Context: an optimization exercise on an open-source flow, tuned for small area, a short achievable clock period and few clock cycles. The choices shown serve that exercise and are no tape-out recipe.
Function was checked by simulation only, so behaviour that the tests miss may differ from the original.
No activity file was given, so power comes from the tool's default toggle rates.

==> design.v <==
`timescale 1ns/1ps
module tap_window #(
	parameter int DATA_W = 16,
	parameter int TAPS = 16
) (
	input logic clk_operation,
	input logic rst,
	input logic sample_strobe,
	input logic signed [DATA_W-1:0] sample,
	input logic signed [DATA_W-1:0] desired,
	input logic busy,
	output logic [TAPS*DATA_W-1:0] window,  
	output logic signed [DATA_W-1:0] desired_held,
	output logic window_full
);
	logic [$clog2(TAPS+1)-1:0] fill_cnt;  
	logic take;
	assign take = sample_strobe && !busy;  
	assign window_full = (fill_cnt == TAPS);
	always_ff @(posedge clk_operation) begin
		if (take) begin
			window <= {window[(TAPS-1)*DATA_W-1:0], sample};  
			desired_held <= desired;
		end
	end
	always_ff @(posedge clk_operation) begin
		if (!rst) begin
			fill_cnt <= '0;
		end else if (take && !window_full) begin
			fill_cnt <= fill_cnt + 1'b1;
		end
	end
endmodule
`timescale 1ns/1ps
module adapt_sequencer (
	input logic clk_operation,
	input logic rst,
	input logic start,
	input logic window_full,
	output logic [2:0] phase,
	output logic busy,
	output logic ready
);
	localparam logic [2:0] IDLE = 3'd0;
	localparam logic [2:0] PRED0 = 3'd1;  
	localparam logic [2:0] PRED1 = 3'd2;  
	localparam logic [2:0] ERR = 3'd3;  
	localparam logic [2:0] UPD0 = 3'd4;
	localparam logic [2:0] UPD1 = 3'd5;
	localparam logic [2:0] DONE = 3'd6;  
	logic [2:0] phase_next;
	always_comb begin
		phase_next = phase;
		case (phase)
			IDLE: begin
				if (start && window_full) begin  
					phase_next = PRED0;
				end
			end
			PRED0: phase_next = PRED1;
			PRED1: phase_next = ERR;
			ERR: phase_next = UPD0;
			UPD0: phase_next = UPD1;
			UPD1: phase_next = DONE;
			DONE: phase_next = IDLE;
			default: phase_next = IDLE;
		endcase
	end
	always_ff @(posedge clk_operation) begin
		if (!rst) begin
			phase <= IDLE;
		end else begin
			phase <= phase_next;
		end
	end
	assign busy = (phase != IDLE);
	assign ready = (phase == DONE);  
endmodule
`timescale 1ns/1ps
module predict_unit #(
	parameter int DATA_W = 16,
	parameter int FRAC = 12,
	parameter int TAPS = 16,
	parameter int LANES = 8
) (
	input logic clk_operation,
	input logic rst,
	input logic [2:0] phase,
	input logic [TAPS*DATA_W-1:0] window,
	input logic [TAPS*DATA_W-1:0] coefs,
	input logic signed [DATA_W-1:0] desired_held,
	input logic signed [DATA_W-1:0] mu,
	output logic [2*DATA_W-1:0] result,
	output logic signed [DATA_W-1:0] step
);
	localparam int BASE_W = $clog2(TAPS);
	localparam int ACC_W = 2 * DATA_W + $clog2(TAPS);
	localparam logic [2:0] IDLE = 3'd0;
	localparam logic [2:0] PRED0 = 3'd1;
	localparam logic [2:0] PRED1 = 3'd2;
	localparam logic [2:0] ERR = 3'd3;
	localparam logic signed [ACC_W-1:0] SAT_MAX = (ACC_W'(1) <<< (DATA_W - 1)) - 1;
	localparam logic signed [ACC_W-1:0] SAT_MIN = -(ACC_W'(1) <<< (DATA_W - 1));
	function automatic logic signed [DATA_W-1:0] sat_data(input logic signed [ACC_W-1:0] v);
		logic signed [DATA_W-1:0] r;
		if (v > SAT_MAX) begin
			r = SAT_MAX[DATA_W-1:0];
		end else if (v < SAT_MIN) begin
			r = SAT_MIN[DATA_W-1:0];
		end else begin
			r = v[DATA_W-1:0];  
		end
		sat_data = r;
	endfunction
	logic [BASE_W-1:0] base;  
	logic signed [2*DATA_W-1:0] prod [LANES];
	logic signed [2*DATA_W-1:0] mu_err;
	logic signed [ACC_W-1:0] lane_sum;
	logic signed [ACC_W-1:0] acc;
	logic signed [DATA_W-1:0] pred_c;
	logic signed [DATA_W-1:0] err_c;
	logic signed [DATA_W-1:0] step_c;
	assign base = (phase == PRED1) ? BASE_W'(LANES) : '0;
	always_comb begin
		lane_sum = '0;
		for (int l = 0; l < LANES; l++) begin
			prod[l] = $signed(window[(base + l) * DATA_W +: DATA_W]) *
				$signed(coefs[(base + l) * DATA_W +: DATA_W]);
			lane_sum = lane_sum + ACC_W'(prod[l]);
		end
	end
	always_ff @(posedge clk_operation) begin
		if (!rst || phase == IDLE) begin
			acc <= '0;  
		end else if (phase == PRED0 || phase == PRED1) begin
			acc <= acc + lane_sum;
		end
	end
	always_comb begin
		pred_c = sat_data(acc >>> FRAC);
		err_c = sat_data(ACC_W'(desired_held) - ACC_W'(pred_c));
		mu_err = mu * err_c;
		step_c = sat_data(ACC_W'(mu_err) >>> FRAC);
	end
	always_ff @(posedge clk_operation) begin
		if (!rst) begin
			result <= '0;
		end else if (phase == ERR) begin
			result <= {pred_c, err_c};  
		end
	end
	always_ff @(posedge clk_operation) begin
		if (phase == ERR) begin
			step <= step_c;
		end
	end
endmodule
`timescale 1ns/1ps
module coef_bank #(
	parameter int DATA_W = 16,
	parameter int FRAC = 12,
	parameter int TAPS = 16,
	parameter int LANES = 8
) (
	input logic clk_operation,
	input logic rst,
	input logic [2:0] phase,
	input logic [TAPS*DATA_W-1:0] window,
	input logic signed [DATA_W-1:0] step,
	output logic [TAPS*DATA_W-1:0] coefs
);
	localparam int BASE_W = $clog2(TAPS);
	localparam int ACC_W = 2 * DATA_W + $clog2(TAPS);
	localparam logic [2:0] UPD0 = 3'd4;
	localparam logic [2:0] UPD1 = 3'd5;
	localparam logic signed [ACC_W-1:0] SAT_MAX = (ACC_W'(1) <<< (DATA_W - 1)) - 1;
	localparam logic signed [ACC_W-1:0] SAT_MIN = -(ACC_W'(1) <<< (DATA_W - 1));
	function automatic logic signed [DATA_W-1:0] sat_data(input logic signed [ACC_W-1:0] v);
		logic signed [DATA_W-1:0] r;
		if (v > SAT_MAX) begin
			r = SAT_MAX[DATA_W-1:0];
		end else if (v < SAT_MIN) begin
			r = SAT_MIN[DATA_W-1:0];
		end else begin
			r = v[DATA_W-1:0];  
		end
		sat_data = r;
	endfunction
	logic [BASE_W-1:0] base;  
	logic upd_en;
	logic signed [2*DATA_W-1:0] prod [LANES];
	logic signed [ACC_W-1:0] delta [LANES];
	logic signed [DATA_W-1:0] new_coef [LANES];
	assign upd_en = (phase == UPD0) || (phase == UPD1);
	assign base = (phase == UPD1) ? BASE_W'(LANES) : '0;
	always_comb begin
		for (int l = 0; l < LANES; l++) begin
			prod[l] = step * $signed(window[(base + l) * DATA_W +: DATA_W]);
			delta[l] = ACC_W'(prod[l]) >>> FRAC;  
			new_coef[l] = sat_data(ACC_W'($signed(coefs[(base + l) * DATA_W +: DATA_W])) + delta[l]);
		end
	end
	always_ff @(posedge clk_operation) begin
		if (!rst) begin
			coefs <= '0;
		end else if (upd_en) begin
			for (int l = 0; l < LANES; l++) begin
				coefs[(base + l) * DATA_W +: DATA_W] <= new_coef[l];
			end
		end
	end
endmodule
`timescale 1ns/1ps
module lms_top #(
	parameter int DATA_W = 16,
	parameter int FRAC = 12,
	parameter int TAPS = 16,
	parameter int LANES = 8
) (
	input logic clk_operation,
	input logic rst,
	input logic sample_strobe,
	input logic signed [DATA_W-1:0] sample,
	input logic signed [DATA_W-1:0] desired,  
	input logic signed [DATA_W-1:0] mu,
	input logic start,
	output logic ready,
	output logic [2*DATA_W-1:0] result,  
	output logic [TAPS*DATA_W-1:0] coefs  
);
	logic [TAPS*DATA_W-1:0] window;
	logic signed [DATA_W-1:0] desired_held;
	logic signed [DATA_W-1:0] step;
	logic window_full;
	logic busy;
	logic [2:0] phase;
	tap_window #(.DATA_W(DATA_W), .TAPS(TAPS)) u_window (
		.clk_operation(clk_operation), .rst(rst),
		.sample_strobe(sample_strobe), .sample(sample), .desired(desired),
		.busy(busy), .window(window), .desired_held(desired_held),
		.window_full(window_full)
	);
	adapt_sequencer u_seq (
		.clk_operation(clk_operation), .rst(rst), .start(start),
		.window_full(window_full), .phase(phase), .busy(busy), .ready(ready)
	);
	predict_unit #(.DATA_W(DATA_W), .FRAC(FRAC), .TAPS(TAPS), .LANES(LANES)) u_predict (
		.clk_operation(clk_operation), .rst(rst), .phase(phase),
		.window(window), .coefs(coefs), .desired_held(desired_held),
		.mu(mu), .result(result), .step(step)
	);
	coef_bank #(.DATA_W(DATA_W), .FRAC(FRAC), .TAPS(TAPS), .LANES(LANES)) u_coef (
		.clk_operation(clk_operation), .rst(rst), .phase(phase),
		.window(window), .step(step), .coefs(coefs)
	);
endmodule
==> run.sh <==
#!/bin/bash
# synth_recipe.tcl (not shown) runs the flow's synth.tcl, then flattens the netlist and writes it again
# the make line also repeats each setting of config.mk as NAME=value (left out here)
make -C /OpenROAD-flow-scripts/flow DESIGN_CONFIG=/design/flow/config.mk WORK_HOME=/design/flow/orfs CLKGATE_MAP_FILE= SYNTH_SCRIPT=/design/flow/synth_recipe.tcl finish
==> config.mk <==
export PLATFORM = sky130hd
export DESIGN_NAME = lms_top
export DESIGN_NICKNAME = lms_top
export VERILOG_FILES = /design/flow/design.v
export SDC_FILE = /design/flow/constraint.sdc
export NUM_CORES = 4
export LEC_CHECK = 0
export CAP_MARGIN = 20
export CORE_MARGIN = 2
export CORE_UTILIZATION = 40
export SLEW_MARGIN = 20
==> constraint.sdc <==
create_clock -name core_clock -period 20.0 [get_ports {clk_operation}]
set_input_delay 4.0000 -clock core_clock [delete_from_list [all_inputs] [get_ports {clk_operation}]]
set_output_delay 4.0000 -clock core_clock [all_outputs]
set_load 0.01 [all_outputs]
==> results.txt <==
[critical path, delay by kind of cell, from the launching register on]
kind                       cells  cell delay [ns]
adders and majority gates     21            10.42
AOI/OAI and AO/OA             10             2.68
muxes                          1             0.94
DFF                            1             0.41
buffers and inverters         16             1.59
xor gates and xnor gates       2             0.36
and+or+nand+nor                6             2.24
[final cells by class]
type	instances	area, sq um
Clock inverter	43	453
Fill cell	49300	285000
Clock buffer	102	2200
Timing Repair Buffer	677	6050
Multi-Input combinational cell	15400	163000
Tap cell	6681	8360
Antenna cell	23	57.6
Inverter	5333	20000
Sequential cell	620	15300
[routing by layer]
metal,vias to the layer above,global-route usage
met1,78700,0.378
li1,64900,-
met4,10,0.128
met2,6426,0.457
met5,-,0
met3,1232,0.0633
[cell usage in the layout (no fill, tap or decap), types with 90 or more instances in the layout]
cell type	count
a21o_1	128
a21oi_1	546
and2_1	464
buf_4	328
clkdlybuf4s50_1	339
dfxtp_1	332
edfxtp_1	288
fa_1	5007
ha_1	1377
inv_1	5329
mux2i_1	223
nand2_1	3953
nand2b_1	121
nor2_1	1268
nor2b_1	487
nor3_1	90
o21ai_0	388
or2_2	144
xnor2_1	341
xor2_1	124
[power groups by stage]
| stage | Combinational, mW | Clock, mW | Sequential, mW |
|---|---|---|---|
| final | 31.8 | 1.54 | 1.85 |
| after global routing | 35.1 | 1.59 | 1.84 |
| after CTS | 31.7 | 1.55 | 1.85 |
| after detailed placement | 31.5 | 0 | 1.88 |
| after global placement | 31.3 | 0 | 1.87 |
| after floorplan | 23.3 | 0 | 1.86 |
[logic make-up after synthesis]
logic type	count (synthesis)	share of synthesized area
compound gates	1532	0.0466
simple gates	6751	0.144
mux	296	0.0148
xor+xnor	466	0.0203
buf+inv	6112	0.114
fa+ha+maj	6385	0.584
flops	620	0.0760
[worst max path at each step]
| stage | end | slack (ns) | cells after the start |
|---|---|---|---|
| 4_1_cts | u_predict.acc[35]$_SDFFE_PP0P_ | 1.32 | 56 |
| 3_3_place_gp | u_predict.acc[35]$_SDFFE_PP0P_ | 1.38 | 56 |
| 3_5_place_dp | u_predict.acc[35]$_SDFFE_PP0P_ | 1.38 | 56 |
| 5_1_grt | u_predict.acc[35]$_SDFFE_PP0P_ | 0.38 | 56 |
| 6_report | u_predict.acc[35]$_SDFFE_PP0P_ | 1.24 | 56 |
| 2_1_floorplan | u_predict.acc[35]$_SDFFE_PP0P_ | 3.31 | 58 |
==> metrics.md <==
| Metric | Value |
|---|---|
| Top Layer Used | `met5` |
| CTS root buffer | `clkbuf_16` |
| Routed wl met2 | `323 mm` |
| Post-route clock period utilization | `0.938` |
| GR Overflow Total | `0` |
| RSZ-0062 raised after global routing | `false` |
| HP Class | `register to register` |
| LEAKAGE | `104 nW` |
| Required time worst endpoint | `a little over 20 ns` |
| Number of synthesized flops with an enable pin | `288` |
| Pre-antenna DRT Iters | `7` |
| Reg power frac | `0.053` |
| Worst Setup Start Kind | `register` |
| Slowest cell on the critical path | `mux2i_2` |
| Num CTS Buffers | `between 80 and 90` |
| Area after DPL | `around 0.21 sq mm` |
| Power Density | `163 mW/mm^2` |
| Synth-to-Final Area Change | `7.28%` |
| P_int | `14.6 mW` |
| Gp weighted congestion | `roughly 1.0` |
| Initial core utilization | `0.401` |
| Yosys top cell area share | `0.498` |
| Placed Instances | `28700` |
| Status | `complete, no violations` |
| Top_reg_cell synth | `dfxtp_1` |
| Number of setup violations in the final report | `0` |
| Number of global-route vias before repair | `161000` |
| Port bufs | `340` |
| Reg clk slew, reported paths | `0.06 ns` |
| Worst slew pin tran | `1.26 ns` |
| FF-to-FF End | `u_predict.acc[35]$_SDFFE_PP0P_` |
| WHS | `approximately 0.46 ns` |
| Die Height | `713 um` |
| Initial antenna violation count | `40` |
| Slew Viols, Final | `0` |
| CTS resizes | `0` |
| Sequential element share of the synthesized area | `0.0760` |
| Final ANT Viol Nets | `0` |
| DIE AREA | `0.509 sq mm` |
| Post-synth top area cell | `fa_1` |
| NetSw | `20.6 mW` |
| CTS tree | `yes` |
| Max incr delay on CP | `approximately 0.94 ns` |
| Nets | `about 29000` |
| Worst slew margin | `0.161` |
| Hold Path End | `u_predict.acc[6]$_SDFFE_PP0P_` |
| Final instance area | `0.216 sq mm` |
| Distinct cells, synth | `97` |
| HP Start | `u_predict.acc[6]$_SDFFE_PP0P_` |
| Worst Path Max Fanout | `18` |
| CP Capture Type | `register` |
| Pin count of the biggest net entering global routing | `196` |
| R2R depth | `56` |
| CP dominant cell by count | `fa_1` |
| Async SR Flop Fraction | `0` |
| Drt drc | `0` |
| R2r setup slk | `roughly 1.2 ns` |
| FMAX | `53.3 MHz` |
| Placement Setup Slack | `1.38 ns` |
| DRT iter0 DRCs | `13300` |
| Met3 Wirelength | `around 68 mm` |
| Power Total | `35.2 mW` |
| Overall Global Routing Usage | `0.288` |
| Finished Layout Cells | `between 20000 and 30000` |
| Combinational Power Share | `0.904` |
| Layout cells sized above 1 | `0.0341` |
| WP data arrival | `~20 ns` |
| Final WS setup | `1.24 ns` |
| Fin util | `0.431` |
| First-pass GRT wire length | `1070 mm` |
| Post-CTS Setup Inserts | `0` |
| Final hold vios | `0` |
| DRT Wirelength | `slightly above 700 mm` |
| Synth Cell Area | `0.201 sq mm` |
| Worst-Skew Late Latency | `0.85 ns` |
| Worst Skew | `0.0883 ns` |
| Commonest cells post-synth | `inv_1, fa_1, nand2_1` |
| H-tree Lvls | `3` |
| Vias per inst | `5.23` |
| CTS max path bufs | `4` |
| Core Rows | `260` |
| Min cycle time layout | `18.76 ns` |
| Most frequent cell after synthesis | `inv_1` |
| Mean Syn Cell Area | `around 9 sq um` |
| Wl on met1 | `286 mm` |
| Total negative slack | `0 ns` |
| Hold depth | `2` |
| Cts hold-fix bufs | `0` |
| Max-cap violation count | `0` |
| Core Region | `0.501 sq mm` |
| Cell count after synthesis | `22200` |
| DR vias | `151000` |
| Clk pwr share | `0.044` |
| Switch share | `0.585` |
| Setup crit start | `u_seq.phase[0]$_SDFFE_PN0P_` |
| Top Ports | `341` |
| Critical R2R Launch | `u_seq.phase[0]$_SDFFE_PN0P_` |
| Kind of critical path | `register to register` |
| Synth Register Bits | `620` |
| Avg WL per Cell | `24.9 um` |
| Warnings from Yosys | `8` |
| Top cells by area, synth | `fa_1, inv_1, ha_1` |
| Clk sinks | `between 600 and 700` |
| DP Wirelength | `609 mm` |
| Die width | `713 um` |
| Maximum VDD drop | `1080 uV` |
| Synthesized Nets | `about 29000` |
Testbench counts, summed over its fixed seeds: cycles 16,800.

-- port drivers added, routing unchanged --
How much do the figures lean on ideal ports? The routed layout below was timed once more, with nothing changed but the port constraints.
Step 1 assumes that a clkbuf_16 drives the clock port and a buf_2 every other input.
Step 2 times the ports against the registers' clock, not the clock port: input delays grow and output delays shrink by t, the midpoint of the rising clock arrivals with the driver on.
a / b / c = no drivers / after step 1 / after step 2; a / b = the first two.
t (ns): 0.930
setup slack, ns: 1.241 / 1.241 / 1.241
clock arrival spread, ns: 0.088 / 0.088
After both steps setup and hold are still met in this run. The setup slack of this run moves by 0.000 ns with the drivers and by 0.000 ns with both steps.
